Background: an optimization exercise with open tools, aiming at small area, a short achievable clock period and few clock cycles per item. Do not read the settings as production practice. Function was checked by simulation only, so behaviour that the tests miss may differ from the original. No activity file was given, so power comes from the tool's default toggle rates.

JK:
## router_top
module router_top (
  input  logic         clk,
  input  logic         rst,
  input  logic [159:0] rx_data,
  input  logic [4:0]   rx_rts,
  output logic [4:0]   rx_dcts,
  output logic [159:0] tx_data,
  output logic [4:0]   tx_rts,
  input  logic [4:0]   tx_dcts
);
export LEC_CHECK = 0
export CAP_MARGIN = 20
export CORE_MARGIN = 2
export CORE_UTILIZATION = 30
export CTS_BUF_LIST = sky130_fd_sc_hd__clkbuf_8
export PLACE_DENSITY = 0.4
export SETUP_SLACK_MARGIN = 2.55
export SLEW_MARGIN = 20
export SYNTH_HIERARCHICAL = 1
create_clock -name core_clock -period 5.0 [get_ports {clk}]
standard.sh (not shown) runs the stock make flow with config.mk's settings and CLKGATE_MAP_FILE= SYNTH_SCRIPT=/design/flow/synth_recipe.tcl, a recipe that flattens the netlist after the stock synthesis.
==> flow/flow/run.sh <==
#!/bin/bash
# The standard layout, with the smallest buffer on every port (buffer_ports
# would otherwise pick clkdlybuf4s50_1); repair_timing still resizes any port
# buffer on a path that needs it.
set -euo pipefail
export BUFFER_PORTS_ARGS="-buffer_cell sky130_fd_sc_hd__buf_1"
bash standard.sh > standard_flow.log 2>&1
Testbench counts of JK, summed over its fixed seeds: cycles 6,621, flits 10,803.
## Diff of input files: MS against JK
- an added CELL_PAD_IN_SITES_DETAIL_PLACEMENT of 1
- an added CELL_PAD_IN_SITES_GLOBAL_PLACEMENT of 1
## What came out
Looking at MS and JK, the design area is a wash. MS against JK: final period demand of the worst path rose by 0.0091 ns; share of power burned in the clock network went down by 5.4 points; fraction of area in non-clock buffers went up.

* * *

v31:
Another version of the RTL of router_top (not shown whole).
Size: ~620 cells after synthesis, ~5700 um^2 of cells after synthesis.
clock: 5.0 ns
lec_check: 0
cap_margin: 20
core_margin: 2
core_utilization: 30
place_density: 0.4
setup_slack_margin: 2.35
slew_margin: 20
synth_hierarchical: 1
==> flow/flow/run.sh <==
#!/bin/bash
# The standard layout, with two changes to how it is built:
# - the smallest buffer on every port (buffer_ports would otherwise pick
#   clkdlybuf4s50_1); repair_timing still resizes any port buffer on a path
#   that needs it;
# - clock tree synthesis with clkbuf_8 for the root and the tree, and no
#   dummy loads.
set -euo pipefail
export BUFFER_PORTS_ARGS="-buffer_cell sky130_fd_sc_hd__buf_1"
export CTS_ARGS="-sink_clustering_enable -repair_clock_nets -buf_list sky130_fd_sc_hd__clkbuf_8 -root_buf sky130_fd_sc_hd__clkbuf_8 -dont_use_dummy_load"
bash standard.sh > standard_flow.log 2>&1
v31 finished all stages; the layout is clean.
Testbench counts of v31, summed over its fixed seeds: cycles 6,593, flits 10,803.
### v31 -> v45
- PLACE_DENSITY: 0.4 -> 0.55
- CORE_UTILIZATION: 30 -> 45
==> flow/flow/run.sh <==
#!/bin/bash
# The standard layout, with two changes to how it is built:
# - the smallest buffer on every port (buffer_ports would otherwise pick
#   clkdlybuf4s50_1); repair_timing still resizes any port buffer on a path
#   that needs it;
# - clock tree synthesis with clkbuf_8 for the root, clkbuf_4 or clkbuf_8 in the tree, and no
#   dummy loads.
set -euo pipefail
export BUFFER_PORTS_ARGS="-buffer_cell sky130_fd_sc_hd__buf_1"
export CTS_ARGS='-sink_clustering_enable -repair_clock_nets -buf_list {sky130_fd_sc_hd__clkbuf_4 sky130_fd_sc_hd__clkbuf_8} -root_buf sky130_fd_sc_hd__clkbuf_8 -dont_use_dummy_load'
bash standard.sh > standard_flow.log 2>&1
- v45 completed end to end with timing, DRC and antenna clean.
- Looking at clock latency of the later-clocked register in the worst-skew pair across v45 and v31, the one that comes out lower is v45.
- Sequential portion of the cell area was lower in the run labelled v31.
- Summed area of non-filler cells in the final layout (v45 over v31): decrease, 110 um^2
- NOTE: overall power of the completed layout in v45 falls short of that of v31
- Minimum clock period for v45: 0.0041 ns up relative to v31
- Master of the slowest instance on the critical path: a22oi_1 -> v31, a211oi_2 -> v45
- When v45 is measured against v31, its first-pass GRT wire length turns out 12% lower.
- v45 has net switching fraction of the power below what v31 had.
- Of v45 and v31, it is v45 that has the lower area overhead of the layout relative to synthesis.
- The setup slack of v45 is smaller than that of v31.
Setup changes, v45 to v25
- swapping 45 for 30 in CORE_UTILIZATION
- swapping 2.35 for 2.55 in SETUP_SLACK_MARGIN
- swapping 0.55 for 0.4 in PLACE_DENSITY
==> flow/flow/run.sh <==
#!/bin/bash
# The standard layout, with two changes to how it is built:
# - the smallest buffer on every port (buffer_ports would otherwise pick
#   clkdlybuf4s50_1); repair_timing still resizes any port buffer on a path
#   that needs it;
# - clock tree synthesis with clkbuf_8 for the root and the tree, and no
#   dummy loads.
set -euo pipefail
export BUFFER_PORTS_ARGS="-buffer_cell sky130_fd_sc_hd__buf_1"
export CTS_ARGS="-sink_clustering_enable -repair_clock_nets -buf_list sky130_fd_sc_hd__clkbuf_8 -root_buf sky130_fd_sc_hd__clkbuf_8 -dont_use_dummy_load"
bash standard.sh > standard_flow.log 2>&1
### Flow results
As of v25, length of routed met3 wiring had fallen by a little under 10% compared to v45.
Overall routed net length: higher on v25
On clock share of power, v25 and v45 are basically level.
Diff v45 -> v25: power went up about 3.6%, met3 routing resource usage after global routing decreased 1.8 points, wire length on met1 rose by about 16%, post-route core utilization shrank by 15 points, peak clock frequency supported by timing increased 2.1%.
v25: number of standard cells in the layout, taps in and fillers out is 76 higher than what v45 reported.
Inputs modified between v25 and v17:
- swapping 0.4 for 0.55 in PLACE_DENSITY
- swapping 2.55 for 2.35 in SETUP_SLACK_MARGIN
- swapping 30 for 45 in CORE_UTILIZATION
Findings:
Changes observed in v17 relative to v25: die height shrank by about 18%, setup slack of the critical path after layout shrank by 0.054 ns, detailed-placement wirelength estimate shrank by 2800 um, via count of the first global-routing pass shrank by about 2.4%. Lower count of non-filler cells in the finished layout among v17 and v25: v17. Looking at total power across both flows, v17 is the stronger of the two, with v25 trailing. On CTS clock-pin slew for the worst setup and hold paths, v17 and v25 are basically level.
--- input diff v17..v13 ---
- swapping 2.35 for 2.2 in SETUP_SLACK_MARGIN
- swapping 45 for 30 in CORE_UTILIZATION
- swapping 0.55 for 0.4 in PLACE_DENSITY
==> comparison <==
Count of clock-net buffers in the final layout: v13 vs v17 — no meaningful difference
Compared v17 against v13; combinational power share within noise.
More vias were needed by v13 than by v17.
Diff v17 -> v13: time the worst path needs with I/O delays and setup now sits higher, area growth from synthesis to final layout now sits higher, total power went up about 1.8%.
Cell area after layout deteriorates in v13 relative to v17.
Route | v13 vs v17 | wire longer in v13
Compared with v17, in v13 stage delay of the slowest cell on the critical path went up, average via count per standard cell dropped 0.29, global-route met1 utilization went down.
Input changes introduced in v39 (baseline for comparison: v13):
- swapping 30 for 45 in CORE_UTILIZATION
- swapping 2.2 for 2.35 in SETUP_SLACK_MARGIN
- swapping 0.4 for 0.55 in PLACE_DENSITY
- swapping 20 for 5 in SLEW_MARGIN
- swapping 20 for 5 in CAP_MARGIN
==> comparison <==
v13 leaves less setup margin than v39. In the flow results for v39 and v13, the portion of total power attributed to sequential cells is smaller on v13. v39 reports a lower post-route clock period utilization than v13 does. The run showing the greater cell count of the worst reg-to-reg path is v13.

[afterwards: timing with drivers on the ports]
The results above use ideal ports. As a check the final layouts listed here were re-extracted and re-timed, cells and wires unchanged. Step 1 (the two cells are an assumption about what drives the block):
set clk [get_ports {clk}]
set_driving_cell -lib_cell sky130_fd_sc_hd__clkbuf_16 $clk
set_driving_cell -lib_cell sky130_fd_sc_hd__buf_2 [delete_from_list [all_inputs] $clk]
Step 2 moves the port delays by t, midway between the first and last clock arrival at a register: inputs arrive t later, outputs are due t later. That takes back most of the time a late clock gives input paths. a / b / c = ideal ports / drivers / drivers and shift; a / b = the first two.
| run | shift t [ns] | slack for setup (ns) | worst setup path after step 2 | cell pins on the clock port's net |
|---|---|---|---|---|
| JK | 0.416 | 2.389 / 2.348 / 2.287 | input to register | 1 |
| MS | 0.422 | 2.380 / 2.337 / 2.145 | input to register | 1 |
| v31 | 0.416 | 2.394 / 2.370 / 2.148 | input to register | 1 |
| v45 | 0.388 | 2.389 / 2.369 / 2.048 | input to register | 1 |
| v25 | 0.408 | 2.443 / 2.398 / 2.228 | input to register | 1 |
| v17 | 0.388 | 2.389 / 2.369 / 2.048 | input to register | 1 |
| v13 | 0.410 | 2.342 / 2.319 / 1.988 | input to register | 1 |
| v39 | 0.388 | 2.389 / 2.369 / 2.048 | input to register | 1 |
After both steps setup and hold are still met in every run listed. The setup slack of v13, which loses most, moves by -0.023 ns with the drivers and by -0.354 ns with both steps.
